Context: an optimization exercise on an open-source flow, tuned for small area, a short achievable clock period and few clock cycles per item. The choices shown serve that exercise and are no tape-out recipe. No functional check of the RTL was part of any run shown here. Power figures rest on the tool's default switching activity, not on a simulated workload.

File: config.mk
export PLATFORM = sky130hd
export DESIGN_NAME = uv_sphere_index_generator
export DESIGN_NICKNAME = uv_sphere_index_generator
export VERILOG_FILES = /design/flow/design.v
export SDC_FILE = /design/flow/constraint.sdc
export NUM_CORES = 4
export LEC_CHECK = 0
export ABC_AREA = 1
export CAP_MARGIN = 20
export CORE_MARGIN = 2
export CORE_UTILIZATION = 40
export CTS_BUF_LIST = sky130_fd_sc_hd__clkbuf_8
export PLACE_DENSITY = 0.85
export SETUP_SLACK_MARGIN = 3.2
export SLEW_MARGIN = 20
File: constraint.sdc
create_clock -name core_clock -period 5.5 [get_ports {clk}]
set_input_delay 1.1000 -clock core_clock [delete_from_list [all_inputs] [get_ports {clk}]]
set_output_delay 1.1000 -clock core_clock [all_outputs]
set_load 0.01 [all_outputs]
File: design.v
package uvsig_pkg;
    function automatic logic [8:0] inc8(input logic [7:0] x);
        logic [8:0] r;
        logic [7:0] lowmask;
        begin
            r[0] = !x[0];
            for (int i = 1; i < 8; i++)
            begin
                lowmask = 8'((9'd1 << i) - 9'd1);
                r[i] = x[i] ^ (&(x | ~lowmask));
            end
            r[8] = &x;
            inc8 = r;
        end
    endfunction
    function automatic logic [15:0] add16_8(input logic [15:0] a, input logic [7:0] b, input logic ci);
        logic [8:0] lo;
        logic [8:0] hi;
        begin
            lo = {1'b0, a[7:0]} + {1'b0, b} + {8'd0, ci};
            hi = inc8(a[15:8]);
            add16_8 = {lo[8] ? hi[7:0] : a[15:8], lo[7:0]};
        end
    endfunction
endpackage
import uvsig_pkg::*;
module uvsig_calc (
    input  logic [15:0] r0,
    input  logic [15:0] r1,
    input  logic [7:0]  col,
    input  logic        a_r1,      
    input  logic        a_oe,      
    input  logic        a_ci,      
    input  logic        b_r0,      
    input  logic        b_r1,      
    input  logic        d_r0,      
    input  logic        d_r1,      
    input  logic        d_oe,      
    input  logic        d_ci,      
    output logic [15:0] first_index,
    output logic [15:0] second_index,
    output logic [15:0] third_index
);
    logic [15:0] a_base, b_base, d_base;
    assign a_base = a_r1 ? r1 : r0;
    assign b_base = (r0 & {16{b_r0}}) | (r1 & {16{b_r1}});
    assign d_base = (r0 & {16{d_r0}}) | (r1 & {16{d_r1}});
    assign first_index  = uvsig_pkg::add16_8(a_base, col & {8{a_oe}}, a_ci);
    assign second_index = uvsig_pkg::add16_8(b_base, col, 1'b0);
    assign third_index  = uvsig_pkg::add16_8(d_base, col & {8{d_oe}}, d_ci);
endmodule
import uvsig_pkg::*;
module uv_sphere_index_generator (
    input  logic         clk,
    input  logic         rst_n,
    input  logic         cfg_write,
    input  logic         cfg_index,
    input  logic [8:0]   cfg_data,
    input  logic         in_valid,
    output logic         in_ready,
    input  logic         restart,
    output logic         out_valid,
    input  logic         out_ready,
    output logic [15:0]  first_index,
    output logic [15:0]  second_index,
    output logic [15:0]  third_index,
    output logic         last_triangle
);
    logic [7:0] vm3, hm1;
    logic       lo3, hi256;
    logic [7:0] cfg_m1;
    logic [8:0] hval;
    assign lo3    = (cfg_data[8:2] == 7'd0);
    assign hi256  = cfg_data[8] && (cfg_data[7:0] != 8'd0);
    assign cfg_m1 = cfg_data[7:0] - 8'd1;
    assign hval   = uvsig_pkg::inc8(hm1);
    always_ff @(posedge clk or negedge rst_n)
    begin
        if (!rst_n)
        begin
            vm3 <= 8'd0;
            hm1 <= 8'd2;
        end
        else if (cfg_write)
        begin
            if (cfg_index)
                hm1 <= lo3 ? 8'd2 : (hi256 ? 8'd255 : cfg_m1);
            else
                vm3 <= lo3 ? 8'd0 : (hi256 ? 8'd253 : cfg_data[7:0] - 8'd3);
        end
    end
    logic       ov, rq_e, sp, stale, busy, rdy;
    logic       rq_v;        
    logic [3:0] step;
    logic       mb, hz;
    logic        cap, wrp, half, wf;
    logic        c1r;        
    logic [7:0]  band, col;
    logic [15:0] r0, r1;
    logic        a_r1, a_oe, a_ci, b_r0, d_r0, d_oe, d_ci;
    logic [15:0] oa, ob, od;
    logic        ol;
    logic src_v, rs, out_free, emit, wreset;
    assign rq_v     = !rq_e;
    assign in_ready = rq_e;
    assign src_v    = rq_v || in_valid;
    assign rs       = (!rq_v && restart) || sp;
    assign out_free = !ov || out_ready;
    assign wreset   = src_v && rs;
    assign emit     = rdy && out_free && (rq_v || (in_valid && !restart));
    logic [8:0] col_inc, band_inc;
    logic       c1ge, c2ge, cge, band_end, natural, last;
    assign col_inc  = uvsig_pkg::inc8(col);
    assign band_inc = uvsig_pkg::inc8(band);
    assign c1ge     = col_inc >= {1'b0, hm1};
    assign cge      = col >= hm1;
    assign c2ge     = ({1'b0, col} + 9'd2) >= {1'b0, hm1};
    assign band_end = band >= vm3;
    assign natural  = band == vm3;
    assign last     = wrp && half;
    logic       n_cap, n_wrp, n_half, n_wf, n_c1;
    logic [7:0] n_band, n_col;
    logic       n_base0, n_step, n_bad;
    logic       fin, done, start_rc;
    assign fin      = busy && step[3];
    assign done     = fin && (step[0] || !cap);
    assign start_rc = stale && !busy && !sp;
    always_comb
    begin
        n_cap   = cap;
        n_wrp   = wrp;
        n_half  = !half;
        n_wf    = wf;
        n_c1    = c1r;
        n_band  = band;
        n_col   = col;
        n_base0 = 1'b0;
        n_step  = 1'b0;
        n_bad   = 1'b0;
        if (wreset)
        begin
            n_base0 = 1'b1;
            n_cap   = 1'b0;
            n_wrp   = 1'b0;
            n_half  = 1'b0;
            n_wf    = 1'b0;
            n_c1    = 1'b0;
            n_band  = 8'd0;
            n_col   = 8'd0;
        end
        else if (busy)
        begin
            n_half = half;
            n_wf   = wrp || cge;
            n_c1   = wrp || c1ge;
            if (wrp)
                n_col = hm1;
        end
        else if (last)
        begin
            n_base0 = 1'b1;
            n_cap   = 1'b0;
            n_wrp   = 1'b0;
            n_half  = 1'b0;
            n_wf    = 1'b0;
            n_c1    = 1'b0;
            n_band  = 8'd0;
            n_col   = 8'd0;
        end
        else if (half)
        begin
            if (!cap)
            begin
                if (wf)
                begin
                    n_col  = 8'd0;
                    n_wf   = 1'b0;
                    n_c1   = 1'b0;
                    n_step = 1'b1;
                    if (band_end)
                    begin
                        n_band = 8'd0;
                        n_cap  = 1'b1;
                        n_bad  = !natural;
                    end
                    else
                    begin
                        n_band = band_inc[7:0];
                    end
                end
                else
                begin
                    n_col = col_inc[7:0];
                    n_wf  = c1r;
                    n_c1  = c2ge;
                end
            end
            else
            begin
                if (c1r)
                begin
                    n_col = hm1;
                    n_wrp = 1'b1;
                    n_wf  = 1'b1;
                    n_c1  = 1'b1;
                end
                else
                begin
                    n_col = col_inc[7:0];
                    n_wf  = 1'b0;
                    n_c1  = c2ge;
                end
            end
        end
    end
    logic [7:0]  mult;
    logic        horner, add_h;
    logic [15:0] add_a, add_s;
    assign mult   = cap ? vm3 : band;
    assign horner = hz;
    assign add_h  = horner ? mb : 1'b1;
    assign add_a  = horner ? {r1[14:0], 1'b0} : r1;
    assign add_s  = uvsig_pkg::add16_8(add_a, hm1 & {8{add_h}}, add_h);
    logic sp_n, stale_n, busy_n;
    always_comb
    begin
        sp_n    = sp && !wreset;
        stale_n = stale;
        busy_n  = busy;
        if (cfg_write)
        begin
            stale_n = 1'b1;
            busy_n  = 1'b0;
        end
        else if (wreset)
        begin
            stale_n = 1'b0;
            busy_n  = 1'b0;
        end
        else if (emit)
        begin
            if (n_bad)
                stale_n = 1'b1;
        end
        else if (start_rc)
        begin
            busy_n = 1'b1;
        end
        else if (done)
        begin
            busy_n  = 1'b0;
            stale_n = 1'b0;
        end
    end
    always_ff @(posedge clk or negedge rst_n)
    begin
        if (!rst_n)
        begin
            ov    <= 1'b0;
            rq_e  <= 1'b1;
            sp    <= 1'b1;
            stale <= 1'b0;
            busy  <= 1'b0;
            rdy   <= 1'b0;
            hz    <= 1'b0;
            step  <= 4'd0;
        end
        else
        begin
            if (emit)
                ov <= 1'b1;
            else if (out_ready)
                ov <= 1'b0;
            if (rq_v)
                rq_e <= emit;
            else
                rq_e <= !in_valid || emit;
            sp    <= sp_n;
            stale <= stale_n;
            busy  <= busy_n;
            rdy   <= !sp_n && !stale_n && !busy_n;
            hz <= busy_n && (start_rc || (step[2:0] != 3'd7 && !step[3]));
            if (start_rc)
                step <= 4'd0;
            else if (busy)
                step <= step + 4'd1;
        end
    end
    logic [15:0] t_a, t_b, t_d;
    uvsig_calc u_calc (
        .r0           (r0),
        .r1           (r1),
        .col          (col),
        .a_r1         (a_r1),
        .a_oe         (a_oe),
        .a_ci         (a_ci),
        .b_r0         (b_r0),
        .b_r1         (!cap),
        .d_r0         (d_r0),
        .d_r1         (half),
        .d_oe         (d_oe),
        .d_ci         (d_ci),
        .first_index  (t_a),
        .second_index (t_b),
        .third_index  (t_d)
    );
    always_ff @(posedge clk)
    begin
        if (emit)
        begin
            oa <= t_a;
            ob <= t_b;
            od <= t_d;
            ol <= last;
        end
        if (start_rc)
            mb <= mult[7];
        else
            mb <= mult[3'd6 - step[2:0]];
        if (emit || wreset || done)
        begin
            cap  <= n_cap;
            wrp  <= n_wrp;
            half <= n_half;
            band <= n_band;
            col  <= n_col;
            wf   <= n_wf;
            c1r  <= n_c1;
            a_r1 <= n_cap && !n_half;
            a_oe <= (!n_cap && !n_half) || (!(n_cap && !n_half) && !n_wf);
            a_ci <= n_half && !n_wf;
            b_r0 <= n_cap && n_half;
            d_r0 <= !n_cap && !n_half;
            d_oe <= !n_wf && !(n_cap && n_half);
            d_ci <= (n_cap && n_half) || !n_wf;
        end
        if (emit || wreset)
        begin
            if (n_base0)
            begin
                r0 <= 16'd0;
                r1 <= {7'd0, hval};
            end
            else if (n_step)
            begin
                r0 <= r1;
                r1 <= add_s;
            end
        end
        else if (start_rc)
        begin
            r1 <= 16'd0;
        end
        else if (busy)
        begin
            if (step[3])
                r0 <= r1;
            r1 <= add_s;
        end
    end
    assign out_valid     = ov;
    assign first_index   = oa;
    assign second_index  = ob;
    assign third_index   = od;
    assign last_triangle = ol;
endmodule
File: flow/run.sh
#!/bin/bash
# The standard layout, with two changes: the port buffers are plain buffers
# (sky130_fd_sc_hd__buf_2) rather than the cell buffer_ports picks by itself,
# and synthesis leaves adders to ABC instead of mapping them to full/half
# adder cells first (ADDER_MAP_FILE empty). Registers are unchanged.
set -euo pipefail
bash standard.sh finish "BUFFER_PORTS_ARGS=-buffer_cell sky130_fd_sc_hd__buf_2" "ADDER_MAP_FILE=" > flow_make.log 2>&1
File: standard.sh
#!/bin/bash
# synth_recipe.tcl (not shown) runs the flow's synth.tcl, then flattens the netlist and writes it again
# the make line also repeats each setting of config.mk as NAME=value (left out here)
make -C /OpenROAD-flow-scripts/flow DESIGN_CONFIG=/design/flow/config.mk WORK_HOME=/design/flow/orfs CLKGATE_MAP_FILE= SYNTH_SCRIPT=/design/flow/synth_recipe.tcl "${@:-finish}"
==> metrics.cfg, run 1 <==
[logic_synthesis]
ys_top_cells_by_area=edfxtp_1, nand2_1, inv_1, dfrtp_1, nand3_1
syn_area_sq_um=9900
ys_top_cells_by_count=nand2_1, inv_1, nor2_1
yosysMostFrequentCell=nand2_1
yosysTopAreaCell=edfxtp_1
synth_cell_types=57
yosysSeqAreaShare_pct=40.1
async_flop_share_pct=19.7
synth-warning-count=2
synth_cells=1369
ys_seq_elements=137
synth_flop_cell=edfxtp_1
syn_avg_cell_area_sq_um=7.23
synth_top_area_share_pct=33.1
synth_edf_count=109
synth_fp_nets=1385

[global_routing]
grt_pass1_vias=8219
grt_overflow=0
grt_max_degree=45
grt_first_pass_wirelength_um=40700
antenna_found_initial=0
grt_usage_pct=19.5

[timing]
rsz0062_at_grt=no
worst_slack_ns=3.24
timing.hold.ws_ns=0.516
drv_slew=0
relSlewSlack_pct=54.0
hold_viol=0
finalCritPeriodShare_pct=41.0
clock_skew_ns=0.0234
setup_viol=0
worst_slew_pin_slew_ns=0.686
layout_min_cycle_time_ns=2.26
max_freq_ghz=0.443
fin_tns_setup_ns=0

[cells_and_area]
num-nets-final=1479
n_fill_cell=2399
final_util_pct=46.5
drive_above_1_share_pct=19.4
area_growth_pct=14.3
postLayoutCellArea_sq_um=11300
n_antenna_cell=0
instances_no_fill=1800
multi_input_area_sq_um=5170
final-seq-area_sq_um=3970

[critical_path]
crit_buf_inv=3
cp_max_fo=12
start_kind=primary input
cp.arrival_ns=2.24
critPathMaxStageDelay_ns=0.55
slowest_stage=clkinvlp_2
critical-path-top-delay-family=buffers and inverters
cp.required_ns=5.49
path_class=in2reg
end_kind=flop
path_cells=buf_2, o21a_1, nand3_4, buf_12, clkinvlp_2

[detailed_routing]
drt.antenna.violating_nets=0
drt_first_pass_iters=5
vias=9169
wl_per_cell_um=14.3
drc=0
drt_wl_total_um=25800
vias_per_cell=5.09
drt-initial-drc-count=673

[power_and_ir_drop]
ir_worst_vdd_mv=0.145
power.leakage_nw=5.40
powerDensity_nw_per_um2=257
power_mw=2.90

[flow_run]
drv_cap=0

[die]
rows=57
placeableCoreArea_sq_um=24300
pin_count=67
die_h_um=161
die_area_sq_um=26000
die_w_um=161
initial_core_util_pct=40.7

[cts]
htree_levels=4
cts_tree=built
clockBufferDepth=2
clk_pin_slew_worst_paths_ns=0.09
clkSinkCount=137
worstSkewPairLatency_ns=0.47
root_buffer=clkbuf_8
numCtsBuffers=17

[placement]
dpl_cell_area_sq_um=10500
place_hpwl_um=19000
placedCellCount=1735
gp_congestion=0.953
portBuffers=66
dp_slack_ns=2.32

[status]
status=no timing/DRC/antenna violations

[min_path]
hold_path_class=reg2reg

## where the power goes
| group | internal [mW] | leakage [nW] | switching [mW] |
|---|---|---|---|
| clock network | 0.376 | 0.191 | 0.475 |
| logic | 0.263 | 3.86 | 0.519 |
| registers | 1.20 | 1.35 | 0.0731 |
| total | 1.84 | 5.40 | 1.07 |
## state kept, by name, indices dropped and copies added, names as in the netlist, 4 cells and up
| register | flops |
|---|---|
| r0 | 16 |
| ob | 16 |
| step | 4 |
| oa | 16 |
| od | 16 |
| r1 | 16 |
| col | 8 |
| vm3 | 8 |
| band | 8 |
| hm1 | 8 |
## layout by cell type, fill, tap and decap left out, types with 26 or more instances in the layout
cell      netlist  layout
nand2_1       439     428
inv_1         163     158
nor2_1        121     116
edfxtp_1      109     109
nand3_1        95      92
o21ai_0        76      73
buf_2          11      66
a21oi_1        44      41
nand2_2        31      37
inv_2          27      29
buf_4           4      28
xor2_1         26      26
o22ai_1        26      26
## tightest hold or removal path, cell delays in order (launching register included)
cell     delay (ns)
dfstp_2        0.37
inv_1          0.08
nor2_1         0.07
## per-layer routing
metal	global-route usage [%]	wire (um)	share of wire, %
met2	32.7	12000	47
met1	26.0	11300	44
met3	2.77	1690	6.6
met5	0	0	0
met4	6.66	737	2.9
## timing repair
action	CTS	global route
pin swaps	0	6
buffers inserted	3	27
endpoints found under the setup margin	83	65
gates resized for setup	1	29
hold buffers	0	0
cloned	2	1
## path summary, 6_finish.rpt
kind / start / to / slack, ns / cells after the start
worst max-delay path: out_ready / od[7] / 3.24 / 5
worst min-delay path: sp / sp / 0.52 / 2
worst max register to register: cap / ob[11] / 3.31 / 10
worst min register to register: sp / sp / 0.52 / 2
max in group asynchronous: rst_n / vm3[1] / 4.44 / 1
min in group asynchronous: rst_n / vm3[2] / 0.65 / 1
## cell type report
type	count	area share [%]
Timing Repair inverter	2	0.111
Inverter	193	6.55
Tap cell	324	3.58
Multi-Input combinational cell	1014	45.7
Sequential cell	137	35.1
Clock inverter	15	1.40
Timing Repair Buffer	98	5.49
Clock buffer	17	2.07
## logic make-up (layout without fill, tap and decap cells)
family	count (synthesis)	after routing	synth area share (%)
and+or+nand+nor	747	748	32.7
AOI/OAI and AO/OA	223	223	13.9
buffers and inverters	219	325	9.43
DFF	137	137	40.1
xor gates and xnor gates	42	42	3.72
adders and majority gates	1	1	0.114
==> inputs of run 2 (changes only) <==
--- a/design.v
+++ b/design.v
@@ -41,13 +41,26 @@
     output logic [15:0] second_index,
     output logic [15:0] third_index
 );
-    logic [15:0] a_base, b_base, d_base;
-    assign a_base = a_r1 ? r1 : r0;
-    assign b_base = (r0 & {16{b_r0}}) | (r1 & {16{b_r1}});
-    assign d_base = (r0 & {16{d_r0}}) | (r1 & {16{d_r1}});
-    assign first_index  = uvsig_pkg::add16_8(a_base, col & {8{a_oe}}, a_ci);
-    assign second_index = uvsig_pkg::add16_8(b_base, col, 1'b0);
-    assign third_index  = uvsig_pkg::add16_8(d_base, col & {8{d_oe}}, d_ci);
+    logic [8:0] r0i, r1i;
+    assign r0i = uvsig_pkg::inc8(r0[15:8]);
+    assign r1i = uvsig_pkg::inc8(r1[15:8]);
+    function automatic logic [15:0] idx(input logic s0, input logic s1, input logic [15:0] x0,
+                                        input logic [15:0] x1, input logic [7:0] x0i,
+                                        input logic [7:0] x1i, input logic [7:0] b,
+                                        input logic ci);
+        logic [7:0] blo, bhi, binc;
+        logic [8:0] lo;
+        begin
+            blo  = (x0[7:0] & {8{s0}}) | (x1[7:0] & {8{s1}});
+            bhi  = (x0[15:8] & {8{s0}}) | (x1[15:8] & {8{s1}});
+            binc = (x0i & {8{s0}}) | (x1i & {8{s1}}) | {7'd0, !(s0 || s1)};
+            lo   = {1'b0, blo} + {1'b0, b} + {8'd0, ci};
+            idx  = {lo[8] ? binc : bhi, lo[7:0]};
+        end
+    endfunction
+    assign first_index  = idx(!a_r1, a_r1, r0, r1, r0i[7:0], r1i[7:0], col & {8{a_oe}}, a_ci);
+    assign second_index = idx(b_r0, b_r1, r0, r1, r0i[7:0], r1i[7:0], col, 1'b0);
+    assign third_index  = idx(d_r0, d_r1, r0, r1, r0i[7:0], r1i[7:0], col & {8{d_oe}}, d_ci);
 endmodule
 import uvsig_pkg::*;
 module uv_sphere_index_generator (
@@ -89,8 +102,7 @@
                 vm3 <= lo3 ? 8'd0 : (hi256 ? 8'd253 : cfg_data[7:0] - 8'd3);
         end
     end
-    logic       ov, rq_e, sp, stale, busy, rdy;
-    logic       rq_v;        
+    logic       ov, rq_v, sp, stale, busy, rdy;
     logic [3:0] step;
     logic       mb, hz;
     logic        cap, wrp, half, wf;
@@ -101,8 +113,7 @@
     logic [15:0] oa, ob, od;
     logic        ol;
     logic src_v, rs, out_free, emit, wreset;
-    assign rq_v     = !rq_e;
-    assign in_ready = rq_e;
+    assign in_ready = !rq_v;
     assign src_v    = rq_v || in_valid;
     assign rs       = (!rq_v && restart) || sp;
     assign out_free = !ov || out_ready;
@@ -257,7 +268,7 @@
         if (!rst_n)
         begin
             ov    <= 1'b0;
-            rq_e  <= 1'b1;
+            rq_v  <= 1'b0;
             sp    <= 1'b1;
             stale <= 1'b0;
             busy  <= 1'b0;
@@ -272,9 +283,9 @@
             else if (out_ready)
                 ov <= 1'b0;
             if (rq_v)
-                rq_e <= emit;
+                rq_v <= !emit;
             else
-                rq_e <= !in_valid || emit;
+                rq_v <= in_valid && !emit;
             sp    <= sp_n;
             stale <= stale_n;
             busy  <= busy_n;
--- a/config.mk
+++ b/config.mk
@@ -10,6 +10,6 @@
 export CORE_MARGIN = 2
 export CORE_UTILIZATION = 40
 export CTS_BUF_LIST = sky130_fd_sc_hd__clkbuf_8
-export PLACE_DENSITY = 0.85
+export CTS_CLUSTER_SIZE = 30
 export SETUP_SLACK_MARGIN = 3.2
 export SLEW_MARGIN = 20
==> run 2 against run 1 <==
  * Sequential power barely moved
  * Still clean
  * Via count rose by 3.9%
  * Non-clock buffer count rose by 27
==> metrics.cfg, run 2 <==
[cells_and_area]
n_antenna_cell=0  ; unchanged
layout_commonest_cell=nand2_1
instances_no_fill=1831  ; +1.7%
postLayoutCellArea_sq_um=11600  ; +2.8%
final_util_pct=47.8  ; +1.3 points
area_growth_pct=17.4
num-nets-final=1510  ; +2.1%
drive_above_1_share_pct=19.4  ; about the same
layout_common_cells=nand2_1, inv_1, nor2_1

[min_path]
hold_path_class=reg2reg
min_path_cells=2  ; unchanged
holdPathEnd=vm3[1]
min_from=vm3[1]

[critical_path]
path_cells=buf_6, nor2_4, a21oi_4, nor2_1, inv_1, a21oi_1, nand3_1, nand2_1, inv_1
critPathMaxStageDelay_ns=0.51  ; -0.04 ns
cp_max_fo=7  ; -5
path_common_cell=inv_1
slowest_stage=a21oi_1
cp.arrival_ns=2.60  ; +0.36 ns
start_kind=primary input
cp.required_ns=5.73  ; +0.24 ns
path_class=in2reg
r2r_cells=9  ; -1
end_kind=flop
rrSetupSlack_ns=3.15  ; -0.16 ns
rr_startpoint=half
timing.rr.end=d_oe

[die]
placeableCoreArea_sq_um=24300  ; unchanged
rows=57  ; unchanged
pin_count=67  ; unchanged
initial_core_util_pct=40.7  ; about the same
die_area_sq_um=26000  ; about the same
die_w_um=161  ; about the same
die_h_um=161  ; about the same

[power_and_ir_drop]
power.leakage_nw=5.45  ; +0.81%
ir_worst_vdd_mv=0.148  ; +1.9%
powerDensity_nw_per_um2=254  ; -1.2%
power_mw=2.95  ; +1.6%

[cts]
clk_pin_slew_worst_paths_ns=0.09  ; about the same
worstSkewPairLatency_ns=0.48  ; about the same
cts_tree=built
clockBufferDepth=2  ; unchanged
postCtsHoldBufs=0  ; unchanged
root_buffer=clkbuf_8
numCtsBuffers=17  ; unchanged
clkSinkCount=137  ; unchanged
htree_levels=4  ; unchanged

[detailed_routing]
met3_length_um=1930  ; +14%
drt-initial-drc-count=850  ; +26%
highest_layer=met4
drt_wl_total_um=28000  ; +8.7%
drt.antenna.violating_nets=0  ; unchanged
drc=0  ; unchanged
vias=9524  ; +3.9%
met1_length_um=12700  ; +12%
wl_per_cell_um=15.3  ; +6.9%
drt_first_pass_iters=5  ; unchanged
vias_per_cell=5.20  ; +2.1%
route.met2.wl_um=12700  ; +5.5%

[logic_synthesis]
yosysSeqAreaShare_pct=40.1  ; about the same
ys_seq_elements=137  ; unchanged
synth_flop_cell=edfxtp_1
synth_top_area_share_pct=33.0  ; about the same
ys_top_cells_by_area=edfxtp_1, nand2_1, dfrtp_1, inv_1, nor2_1
ys_top_cells_by_count=nand2_1, inv_1, nor2_1
async_flop_share_pct=19.7  ; unchanged
synth_cells=1382  ; +0.95%
synth_edf_count=109  ; unchanged
yosysTopAreaCell=edfxtp_1
syn_avg_cell_area_sq_um=7.17  ; -0.88%
syn_area_sq_um=9910  ; about the same
synth_fp_nets=1398  ; +0.94%
synth-warning-count=2  ; unchanged
synth_cell_types=54  ; -5.3%
yosysMostFrequentCell=nand2_1

[placement]
place_hpwl_um=20200  ; +6.1%
gp_congestion=0.929  ; -2.5%
portBuffers=66  ; unchanged
placedCellCount=1739  ; +0.23%
dp_slack_ns=2.26  ; -0.0578 ns
dpl_cell_area_sq_um=10500  ; unchanged

[timing]
worst_slack_ns=3.13  ; -0.115 ns
fin_tns_setup_ns=0  ; unchanged
relSlewSlack_pct=53.9  ; about the same
setup_viol=0  ; unchanged
finalCritPeriodShare_pct=43.1  ; +2.1 points
worst_slew_pin_slew_ns=0.689  ; +0.00305 ns
hold_viol=0  ; unchanged
layout_min_cycle_time_ns=2.37  ; +0.115 ns
max_freq_ghz=0.422  ; -4.8%
timing.hold.ws_ns=0.564  ; +0.0478 ns
clock_skew_ns=0.0158  ; -0.00755 ns
drv_slew=0  ; unchanged
rsz0062_at_grt=yes

[global_routing]
grt_max_degree=45  ; unchanged
grt_usage_pct=21.3  ; +1.8 points
antenna_found_initial=0  ; unchanged
grt_pass1_vias=8567  ; +4.2%
grt_first_pass_wirelength_um=44000  ; +8.1%
grt_overflow=0  ; unchanged

[flow_run]
drv_cap=0  ; unchanged

[status]
status=no timing/DRC/antenna violations

-- run 2: cell count changes in the layout (fill, tap and decap cells not counted), moves of 12 or more --
cell and change:
o22ai_1 +15, buf_4 +19, inv_2 -13, nand2_2 -12
o21ai_0 +17
-- run 2: worst max path at each step --
stage	startpoint	end	cells after the start	slack, ns
after global routing	hz	r1[8]	14	3.13
after floorplan	in_valid	hz	7	2.79
after detailed placement	in_valid	hz	8	2.26
final	in_valid	d_oe	9	3.13
after CTS	restart	col[2]	11	3.16
after global placement	in_valid	hz	8	2.30
-- run 2: logic make-up after synthesis --
kind of cell	after synthesis	share of synthesized area, %
and+or+nand+nor	750	32.9
AOI/OAI and AO/OA	250	15.3
buffers and inverters	217	9.21
DFF	137	40.1
xor gates and xnor gates	27	2.39
muxes	1	0.114
-- run 2: what timing repair did --
item	in CTS	in global routing
setup endpoints to repair	147	97
cloned	2	4
setup buffers	13	41
gates resized for setup	8	38
pin swaps	1	16
-- run 2: power breakdown --
part / switching, mW / internal, mW / total (mW)
clock: 0.448 / 0.405 / 0.852
sequential: 0.0800 / 1.20 / 1.28
combinational: 0.529 / 0.289 / 0.818
-- run 2: per-layer routing --
metal / vias up / global-route usage, %
met1: 4333 / 29.2
met3: 50 / 3.78
met4: 0 / 6.66
li1: 4781 / -
met2: 360 / 34.4
met5: - / 0
-- run 2: worst max-delay path, delay by kind of cell --
family | cells | cell delay [ns]
and+or+nand+nor | 4 | 0.71
AOI/OAI and AO/OA | 2 | 0.60
buffers and inverters | 3 | 0.18
-- run 2: area by class of cell --
type,count,area (sq um)
sequential,137,3980
fill,2471,12700
inverter,181,703
clock inverter,15,151
timing repair inverter,3,17.5
tap,324,405
clock buffer,17,234
timing repair buffer,125,908
multi-input combinational,1029,5240

re-timing with driven ports:
The flow's constraints put no driver on any port. The routed layouts listed below were extracted and timed again, unchanged, in two steps. Step 1: set_driving_cell puts a clkbuf_16 on clk and a buf_2 on each other input, an assumption about the parent block. Step 2 also shifts input and output timing later by t, the mid clock arrival at the registers, as if the neighbouring blocks saw the same clock. a / b / c = ideal / step 1 / step 2; a / b = the first two.
run	t, ns	setup slack, ns	worst setup path at the end	worst slew at a driven data input, ns
run 1	0.494	3.244 / 3.210 / 2.761	input to register	0.04
run 2	0.512	3.129 / 3.141 / 2.629	input to register	0.05
After both steps every run listed still meets setup and hold. The setup slack of run 2, which loses most, moves by +0.012 ns with the drivers and by -0.500 ns with both steps.
